What follows belongs to an exercise in optimizing a design on an open flow for small area, a short achievable clock period and few clock cycles per item; a production flow would make more cautious choices.
In this exercise RTL edits were held to simulation tests only and were not proved equivalent to the original.
Power is estimated from default activity; no workload was simulated.

Design rv_core_top, start of the top module:
module rv_core_top #(
	parameter int IMEM_AW = 12,
	parameter int DMEM_AW = 12
) (
	input  logic               CLK,
	input  logic               RSTn,
	output logic [IMEM_AW-1:0] i_mem_addr,
	input  logic [XLEN-1:0]    i_mem_rdata,
	output logic [REG_AW-1:0]  rf_ra1,
	output logic [REG_AW-1:0]  rf_ra2,
	input  logic [XLEN-1:0]    rf_rd1,
	input  logic [XLEN-1:0]    rf_rd2,
	output logic               rf_we,
	output logic [REG_AW-1:0]  rf_wa,
	output logic [XLEN-1:0]    rf_wd,
	output logic [DMEM_AW-1:0] d_mem_addr,
	output logic [XLEN-1:0]    d_mem_wdata,
	output logic               d_mem_we,
	input  logic [XLEN-1:0]    d_mem_rdata,
	output logic [31:0]        num_inst
);
	logic [XLEN-1:0]   e_a;
	logic [XLEN-1:0]   e_b;
	logic [13:0]       e_ea;
	logic              stall;
	logic [2:0]        e_f3;
	logic              e_sub;
	logic              e_alt;
	logic              e_load;
	logic              e_store;
	logic              e_we;
	logic [REG_AW-1:0] e_rd;
	logic [XLEN-1:0]   e_out;
	rv_fetch #(.IMEM_AW(IMEM_AW)) u_fetch (
		.CLK        (CLK),
		.RSTn       (RSTn),
		.stall      (stall),
		.i_mem_addr (i_mem_addr),
		.num_inst   (num_inst)
	);
	rv_decode u_decode (
		.CLK     (CLK),
		.RSTn    (RSTn),
		.instr   (i_mem_rdata),
		.rf_rd1  (rf_rd1),
		.rf_rd2  (rf_rd2),
		.rf_ra1  (rf_ra1),
		.rf_ra2  (rf_ra2),
		.e_fwd   (e_out),
		.d_mem_rdata (d_mem_rdata),
		.stall   (stall),
		.w_we    (rf_we),
		.w_rd    (rf_wa),
		.w_fwd   (rf_wd),
		.e_a     (e_a),
		.e_b     (e_b),
		.e_ea    (e_ea),
		.e_f3    (e_f3),
		.e_sub   (e_sub),
		.e_alt   (e_alt),
		.e_load  (e_load),
		.e_store (e_store),
		.e_we    (e_we),
		.e_rd    (e_rd)
	);
	rv_execute #(.DMEM_AW(DMEM_AW)) u_execute (
		.e_a         (e_a),
		.e_b         (e_b),
		.e_ea        (e_ea),
  ...
Size in the first run: roughly 2,200 cells after synthesis, about 170 flip-flops, ~270 I/O pins, about 0.014 mm² of cells after synthesis.
==> flow/config.mk <==
export PLATFORM = sky130hd
export DESIGN_NAME = rv_core_top
export DESIGN_NICKNAME = rv_core_top
export VERILOG_FILES = /design/flow/design.v
export SDC_FILE = /design/flow/constraint.sdc
export NUM_CORES = 4
export LEC_CHECK = 0
export ABC_AREA = 1
export CAP_MARGIN = 20
export CORE_MARGIN = 2
export CORE_UTILIZATION = 30
export CTS_BUF_LIST = sky130_fd_sc_hd__clkbuf_4 sky130_fd_sc_hd__clkbuf_8
export SETUP_SLACK_MARGIN = 3
export SLEW_MARGIN = 20
==> flow/constraint.sdc <==
create_clock -name core_clock -period 6.5 [get_ports {CLK}]
set_input_delay 1.3000 -clock core_clock [delete_from_list [all_inputs] [get_ports {CLK}]]
set_output_delay 1.3000 -clock core_clock [all_outputs]
set_load 0.01 [all_outputs]
standard.sh (not shown) runs the stock make flow with config.mk's settings and CLKGATE_MAP_FILE= SYNTH_SCRIPT=/design/flow/synth_recipe.tcl, a recipe that flattens the netlist after the stock synthesis.
==> flow/flow/run.sh <==
#!/bin/bash
# The standard layout (standard.sh, the standard flow's own ORFS run) with one change:
# the buffer that global placement puts on every input and output port is
# the smallest plain buffer, sky130_fd_sc_hd__buf_1, instead of ORFS's
# default pick (a clkdlybuf4s50_1 delay cell). Every port still gets its
# own buffer. ORFS writes each step's full log under orfs/logs/; the make
# output goes to standard.log here.
set -euo pipefail
export BUFFER_PORTS_ARGS="-buffer_cell sky130_fd_sc_hd__buf_1"
bash standard.sh finish > standard.log 2>&1 || { tail -50 standard.log; exit 1; }
tail -5 standard.log
The first run finished with timing, DRC and antenna clean.
Testbench counts at the start, summed over its fixed seeds: cycles 4,853, instructions 4,800.
==> next run, changes <==
==> flow/run.sh (new file) <==
#!/bin/bash
# synth_recipe.tcl (not shown) runs the flow's synth.tcl, then flattens the netlist and writes it again
# the make line also repeats each setting of config.mk as NAME=value (left out here)
make -C /OpenROAD-flow-scripts/flow DESIGN_CONFIG=/design/flow/config.mk WORK_HOME=/design/flow/orfs CLKGATE_MAP_FILE= SYNTH_SCRIPT=/design/flow/synth_recipe.tcl finish
Settings changed: CTS_BUF_LIST sky130_fd_sc_hd__clkbuf_4 sky130_fd_sc_hd__clkbuf_8 to unset, SETUP_SLACK_MARGIN 3 to 3.2, TNS_END_PERCENT set to 5.
removed: flow/flow/run.sh
removed: flow/standard.sh
Effect: The new run went through all stages and came out clean; maximum frequency falls by 2.4%; final area rises by 17%; total power rises by 15%; routed wire length rises by 6.6%; synthesized area stays the same; core utilization rises by 6.0 points; final cell count rises by 2.1%.
==> next run, changes <==
==> flow/flow/run.sh (new file) <==
#!/bin/bash
# The standard layout (standard.sh, the standard flow's own ORFS run) with one change:
# the buffer that global placement puts on every input and output port is
# the smallest plain buffer, sky130_fd_sc_hd__buf_1, instead of ORFS's
# default pick (a clkdlybuf4s50_1 delay cell). Every port still gets its
# own buffer. ORFS writes each step's full log under orfs/logs/; the make
# output goes to standard.log here.
set -euo pipefail
export BUFFER_PORTS_ARGS="-buffer_cell sky130_fd_sc_hd__buf_1"
bash standard.sh finish > standard.log 2>&1 || { tail -50 standard.log; exit 1; }
tail -5 standard.log
==> flow/standard.sh (new file) <==
#!/bin/bash
# synth_recipe.tcl (not shown) runs the flow's synth.tcl, then flattens the netlist and writes it again
# the make line also repeats each setting of config.mk as NAME=value (left out here)
make -C /OpenROAD-flow-scripts/flow DESIGN_CONFIG=/design/flow/config.mk WORK_HOME=/design/flow/orfs CLKGATE_MAP_FILE= SYNTH_SCRIPT=/design/flow/synth_recipe.tcl "${@:-finish}"
Settings changed: CTS_BUF_LIST set to sky130_fd_sc_hd__clkbuf_4 sky130_fd_sc_hd__clkbuf_8, SETUP_SLACK_MARGIN 3.2 to 3.1, TNS_END_PERCENT 5 to unset.
removed: flow/run.sh
Wire length goes down by 6.2%; critical path depth rises by 14; via count went down by 1.4%; clock skew came out higher by 0.019 ns; cell count decreases by 1.4%; worst setup slack is better by 0.095 ns; area after synthesis is unchanged; combinational power goes down by 14%.

rv_core_top, a different RTL version from the one above (not shown whole).
For scale: ~270 I/O pins, ~15000 um^2 of cells after synthesis.
Settings: LEC_CHECK=0, CAP_MARGIN=20, CORE_MARGIN=2, CORE_UTILIZATION=30, SLEW_MARGIN=20; clock period 6.5 ns.
run.sh (not shown) runs the stock make flow with config.mk's settings and CLKGATE_MAP_FILE= SYNTH_SCRIPT=/design/flow/synth_recipe.tcl, a recipe that flattens the netlist after the stock synthesis.
Stock flow here: none of the scripts above is used.
The starting point went through all stages and came out clean.
Testbench counts at the start, summed over its fixed seeds: cycles 4,816, instructions 4,800.
Rerun with:
--- a/flow/config.mk
+++ b/flow/config.mk
@@ -10,0 +11 @@
+export SETUP_SLACK_MARGIN = 2
Hold slack is about the same.
Flip-flop and latch count is unchanged.
Sequential share of layout area barely changes.
Via count is about the same.
Non-clock buffer count climbs by 3.
Rerun with:
--- a/flow/config.mk
+++ b/flow/config.mk
@@ -11 +11 @@
-export SETUP_SLACK_MARGIN = 2
+export SETUP_SLACK_MARGIN = 3
Effect: The new run produced a clean layout. Worst setup slack is better by 300 ps. Via count came out higher by 0.43%. Core utilization climbs by 1.2 points. Critical path depth fell by 2. Final area goes up by 3.0%.

Setup of exp/zinc:
RTL: one of the versions met above, not the one the previous note started from.
Size: roughly 2,200 cells after synthesis, ~270 I/O pins, ~14,000 um2 of cells after synthesis.
Settings: LEC_CHECK=0, ABC_AREA=1, CAP_MARGIN=20, CORE_MARGIN=2, CORE_UTILIZATION=30, CTS_BUF_LIST=sky130_fd_sc_hd__clkbuf_2 sky130_fd_sc_hd__clkbuf_4 sky130_fd_sc_hd__clkbuf_8, SETUP_SLACK_MARGIN=3, SLEW_MARGIN=20; clock period 6.5 ns.
standard.sh (not shown) runs the stock make flow with config.mk's settings and CLKGATE_MAP_FILE= SYNTH_SCRIPT=/design/flow/synth_recipe.tcl, a recipe that flattens the netlist after the stock synthesis.
==> flow/flow/run.sh <==
#!/bin/bash
# The standard layout (standard.sh, the standard flow's own ORFS run) with one change:
# the buffer that global placement puts on every input and output port is
# the smallest plain buffer, sky130_fd_sc_hd__buf_1, instead of ORFS's
# default pick (a clkdlybuf4s50_1 delay cell). Every port still gets its
# own buffer. ORFS writes each step's full log under orfs/logs/; the make
# output goes to standard.log here.
set -euo pipefail
export BUFFER_PORTS_ARGS="-buffer_cell sky130_fd_sc_hd__buf_1"
bash standard.sh finish > standard.log 2>&1 || { tail -50 standard.log; exit 1; }
tail -5 standard.log
Testbench counts of exp/zinc, summed over its fixed seeds: cycles 4,853, instructions 4,800.
#### Input delta (exp/fjord over exp/zinc)
==> flow/run.sh (new file) <==
#!/bin/bash
# synth_recipe.tcl (not shown) runs the flow's synth.tcl, then flattens the netlist and writes it again
# the make line also repeats each setting of config.mk as NAME=value (left out here)
make -C /OpenROAD-flow-scripts/flow DESIGN_CONFIG=/design/flow/config.mk WORK_HOME=/design/flow/orfs CLKGATE_MAP_FILE= SYNTH_SCRIPT=/design/flow/synth_recipe.tcl finish
-- flow/config.mk --
<<< exp/zinc, line 11
export CORE_UTILIZATION = 30
export CTS_BUF_LIST = sky130_fd_sc_hd__clkbuf_2 sky130_fd_sc_hd__clkbuf_4 sky130_fd_sc_hd__clkbuf_8
export SETUP_SLACK_MARGIN = 3
export SLEW_MARGIN = 20
>>> exp/fjord, line 11
export CORE_UTILIZATION = 30
export SETUP_SLACK_MARGIN = 3.4
export SLEW_MARGIN = 20
removed: flow/flow/run.sh
removed: flow/standard.sh
[summary]
- Worst slack at placement delta for exp/fjord relative to exp/zinc: 62 ps lower
- exp/fjord vs exp/zinc on fmax: exp/fjord is the lower one.
- Any difference in placer's final routability congestion estimate between exp/zinc and exp/fjord is small enough to ignore.
- exp/fjord vs exp/zinc — fraction of the cycle the final worst path needs rose 1.6 points.
- Wire length of the first global-routing pass: exp/fjord vs exp/zinc up 5400 um
- Across both runs, power was higher for exp/fjord than for exp/zinc.
- Across both runs, routed wire length was higher for exp/fjord than for exp/zinc.
- Against exp/zinc, exp/fjord reports a detail-routed via count per cell that is higher.
- Setup slack of the critical path after layout (exp/fjord over exp/zinc): decrease, 100 ps
- Final cell area excluding filler cells in exp/fjord is 19% above exp/zinc.
--- input diff exp/fjord..exp/indigo ---
-- flow/config.mk --
<<< exp/fjord, line 11
export CORE_UTILIZATION = 30
export SETUP_SLACK_MARGIN = 3.4
export SLEW_MARGIN = 20
>>> exp/indigo, line 11
export CORE_UTILIZATION = 30
export SETUP_SLACK_MARGIN = 3
export SLEW_MARGIN = 20
==> comparison <==
As far as flop and latch count out of synthesis is concerned, exp/fjord and exp/indigo perform about the same.
exp/fjord → exp/indigo: static leakage decreased 4.2%; buffer share of cell area decreased 1.9 points.
Area added between synthesis and finish came out lower on exp/indigo than on exp/fjord.
Final worst-path setup slack (lower): exp/fjord
In the flow results for exp/fjord and exp/indigo, the peak per-stage delay on the critical path is smaller on exp/fjord.
Changes observed in exp/indigo relative to exp/fjord: proportion of power drawn by the clock network roughly the same, worst hold slack lower.
Edits applied to the flow inputs when going from exp/indigo to exp/nickel:
==> flow/flow/run.sh (new file) <==
#!/bin/bash
# The standard layout (standard.sh, the standard flow's own ORFS run) with one change:
# the buffer that global placement puts on every input and output port is
# the smallest plain buffer, sky130_fd_sc_hd__buf_1, instead of ORFS's
# default pick (a clkdlybuf4s50_1 delay cell). Every port still gets its
# own buffer. ORFS writes each step's full log under orfs/logs/; the make
# output goes to standard.log here.
set -euo pipefail
export BUFFER_PORTS_ARGS="-buffer_cell sky130_fd_sc_hd__buf_1"
bash standard.sh finish > standard.log 2>&1 || { tail -50 standard.log; exit 1; }
tail -5 standard.log
==> flow/standard.sh (new file) <==
#!/bin/bash
# synth_recipe.tcl (not shown) runs the flow's synth.tcl, then flattens the netlist and writes it again
# the make line also repeats each setting of config.mk as NAME=value (left out here)
make -C /OpenROAD-flow-scripts/flow DESIGN_CONFIG=/design/flow/config.mk WORK_HOME=/design/flow/orfs CLKGATE_MAP_FILE= SYNTH_SCRIPT=/design/flow/synth_recipe.tcl "${@:-finish}"
-- flow/config.mk --
<<< exp/indigo, line 10
export CORE_MARGIN = 2
export CORE_UTILIZATION = 30
export SETUP_SLACK_MARGIN = 3
>>> exp/nickel, line 10
export CORE_MARGIN = 2
export CORE_UTILIZATION = 22
export CTS_BUF_LIST = sky130_fd_sc_hd__clkbuf_4 sky130_fd_sc_hd__clkbuf_8
export SETUP_SLACK_MARGIN = 3
removed: flow/run.sh
==> results.txt <==
exp/nickel: flow completed, timing, DRC and antenna clean. exp/nickel reports a lower time the final worst path needs with I/O delays and setup than exp/indigo does. Total routed wirelength (exp/nickel over exp/indigo): decrease, about 9%. Of exp/nickel and exp/indigo, the run reporting the higher initial antenna violation count was exp/indigo. Going from exp/indigo to exp/nickel, fraction of power consumed by the clock network lost 2.3 points; number of cells on the worst reg-to-reg path neither gained nor lost much; static leakage power lost 0.93 nW; fmax picked up an extra 0.0071 GHz; met2 usage in global routing lost 15 points. As of exp/nickel, total of plain and repair buffers excluding clock buffers had fallen by a few percent compared to exp/indigo. Sort exp/nickel and exp/indigo by global-route total usage across every layer, descending, and exp/indigo comes first. Core utilization in exp/nickel vs exp/indigo: down 14 points.

Setup of P:
rv_core_top again, from the RTL that the note above started with.
Settings: LEC_CHECK=0, ABC_AREA=1, CAP_MARGIN=20, CORE_MARGIN=2, CORE_UTILIZATION=30, CTS_BUF_LIST=sky130_fd_sc_hd__clkbuf_4 sky130_fd_sc_hd__clkbuf_8, GPL_TIMING_DRIVEN=0, SETUP_SLACK_MARGIN=3, SLEW_MARGIN=20; clock period 6.5 ns.
==> flow/flow/run.sh <==
#!/bin/bash
# The standard layout (standard.sh, the standard flow's own ORFS run) with one change:
# the buffer that global placement puts on every input and output port is
# the smallest plain buffer, sky130_fd_sc_hd__buf_1, instead of ORFS's
# default pick (a clkdlybuf4s50_1 delay cell). Every port still gets its
# own buffer. ORFS writes each step's full log under orfs/logs/; the make
# output goes to standard.log here.
set -euo pipefail
export BUFFER_PORTS_ARGS="-buffer_cell sky130_fd_sc_hd__buf_1"
bash standard.sh finish > standard.log 2>&1 || { tail -50 standard.log; exit 1; }
tail -5 standard.log
P completed end to end with timing, DRC and antenna clean.
Testbench counts of P, summed over its fixed seeds: cycles 4,853, instructions 4,800.
diff inputs: P => Q
Settings: CORE_UTILIZATION now 50, was 30; CTS_BUF_LIST no longer set, was sky130_fd_sc_hd__clkbuf_4 sky130_fd_sc_hd__clkbuf_8; SETUP_SLACK_MARGIN now 3.3, was 3; GPL_TIMING_DRIVEN no longer set, was 0.
==> flow/run.sh (new file) <==
#!/bin/bash
# synth_recipe.tcl (not shown) runs the flow's synth.tcl, then flattens the netlist and writes it again
# the make line also repeats each setting of config.mk as NAME=value (left out here)
make -C /OpenROAD-flow-scripts/flow DESIGN_CONFIG=/design/flow/config.mk WORK_HOME=/design/flow/orfs CLKGATE_MAP_FILE= SYNTH_SCRIPT=/design/flow/synth_recipe.tcl finish
removed: flow/flow/run.sh
removed: flow/standard.sh
Findings:
Compared to P, the router laid down less metal wire for Q. NOTE global-route wire length before repair P->Q decreased by a little under 10%. On first-iteration detailed-routing DRC count: between P and Q, it ends up lower for P. Uppermost layer routed: met5 -> P, met4 -> Q. Sort P and Q by area enclosed by the die boundary, ascending, and Q comes first. Compare P and Q | fraction of cell area in non-clock buffers lower: P. Looking at number of well-tap cells placed across P and Q, the one that comes out lower is Q.
Input-level comparison between R and Q:
Settings: swapping 3.3 for 3 in SETUP_SLACK_MARGIN; swapping 50 for 30 in CORE_UTILIZATION.
==> flow/flow/run.sh (new file) <==
#!/bin/bash
# The standard layout (standard.sh, the standard flow's own ORFS run) with one change:
# the buffer that global placement puts on every input and output port is
# the smallest plain buffer, sky130_fd_sc_hd__buf_1, instead of ORFS's
# default pick (a clkdlybuf4s50_1 delay cell). Every port still gets its
# own buffer. ORFS writes each step's full log under orfs/logs/; the make
# output goes to standard.log here.
set -euo pipefail
export BUFFER_PORTS_ARGS="-buffer_cell sky130_fd_sc_hd__buf_1"
bash standard.sh finish > standard.log 2>&1 || { tail -50 standard.log; exit 1; }
tail -5 standard.log
==> flow/standard.sh (new file) <==
#!/bin/bash
# synth_recipe.tcl (not shown) runs the flow's synth.tcl, then flattens the netlist and writes it again
# the make line also repeats each setting of config.mk as NAME=value (left out here)
make -C /OpenROAD-flow-scripts/flow DESIGN_CONFIG=/design/flow/config.mk WORK_HOME=/design/flow/orfs CLKGATE_MAP_FILE= SYNTH_SCRIPT=/design/flow/synth_recipe.tcl "${@:-finish}"
removed: flow/run.sh
==> results.txt <==
Maximum ir drop on the vdd rail went up by a few percent going from Q to R.
Q -> R: number of nets in the layout decreased by a few percent
Placer's final routability congestion estimate (R vs. Q) decreases by a few percent
Looking at endpoint of the most critical setup path, the u_decode.e_ea[12]$_DFF_P_ result is from R; the u_decode.e_ea[11]$_DFF_P_ one comes from Q.
Against Q as the reference, R delivers a lower global-route usage.
Input-level comparison between S and R:
Settings: changing SETUP_SLACK_MARGIN from 3 to 3.3.
==> comparison <==
S went all the way through synthesis, placement and routing and the layout is clean on timing, DRC and antenna.
Post-route worst setup slack ended up 0.075 ns higher on S than on R.
Core util | S vs R | S higher
Compared with R, in S minimum clock period shows a reduction of 0.075 ns, power share of the clock group now smaller.
Wire length went up by a few percent going from R to S.
A worst-path cell with the longest stage delay of sky130_fd_sc_hd__ha_4 is what S shows, while sky130_fd_sc_hd__ha_1 belongs to R.
In S relative to R, non-clock buffer count had gone up by more than 10%.

[separate check: timing with driven ports]
The flow's constraints put no driver on any port. The routed layouts listed below were extracted and timed again, unchanged, in two steps. Step 1 assumes that a clkbuf_16 drives the clock port and a buf_2 every other input. Step 2 times the ports against the registers' clock, not the clock port: input delays grow and output delays shrink by t, the midpoint of the rising clock arrivals with the driver on. a / b / c = ideal ports / drivers / drivers and shift; a / b = the first two.
run | t (ns) | slack for setup (ns) | pins driven straight from the clock port
the first run of note 1 | 0.538 | 3.131 / 3.137 / 2.598 | 1
the second run of note 1 | 0.499 | 3.048 / 3.023 / 2.612 | 1
the third run of note 1 | 0.549 | 3.143 / 3.143 / 2.594 | 1
the first run of note 2 | 0.493 | 1.379 / 1.330 / 1.823 | 1
the second run of note 2 | 0.492 | 2.202 / 2.202 / 1.981 | 1
the third run of note 2 | 0.499 | 2.499 / 2.449 / 2.735 | 1
exp/zinc | 0.538 | 3.131 / 3.137 / 2.598 | 1
exp/fjord | 0.502 | 3.028 / 3.042 / 2.539 | 1
exp/indigo | 0.503 | 3.051 / 3.026 / 2.601 | 1
exp/nickel | 0.544 | 3.133 / 3.136 / 2.592 | 1
P | 0.542 | 2.967 / 2.996 / 2.454 | 1
Q | 0.488 | 2.964 / 2.960 / 2.472 | 1
R | 0.502 | 3.082 / 3.112 / 2.610 | 1
S | 0.498 | 3.157 / 3.170 / 2.672 | 1
After both steps setup and hold are still met in every run listed. The setup slack of the third run of note 1, which loses most, moves by 0.000 ns with the drivers and by -0.549 ns with both steps.
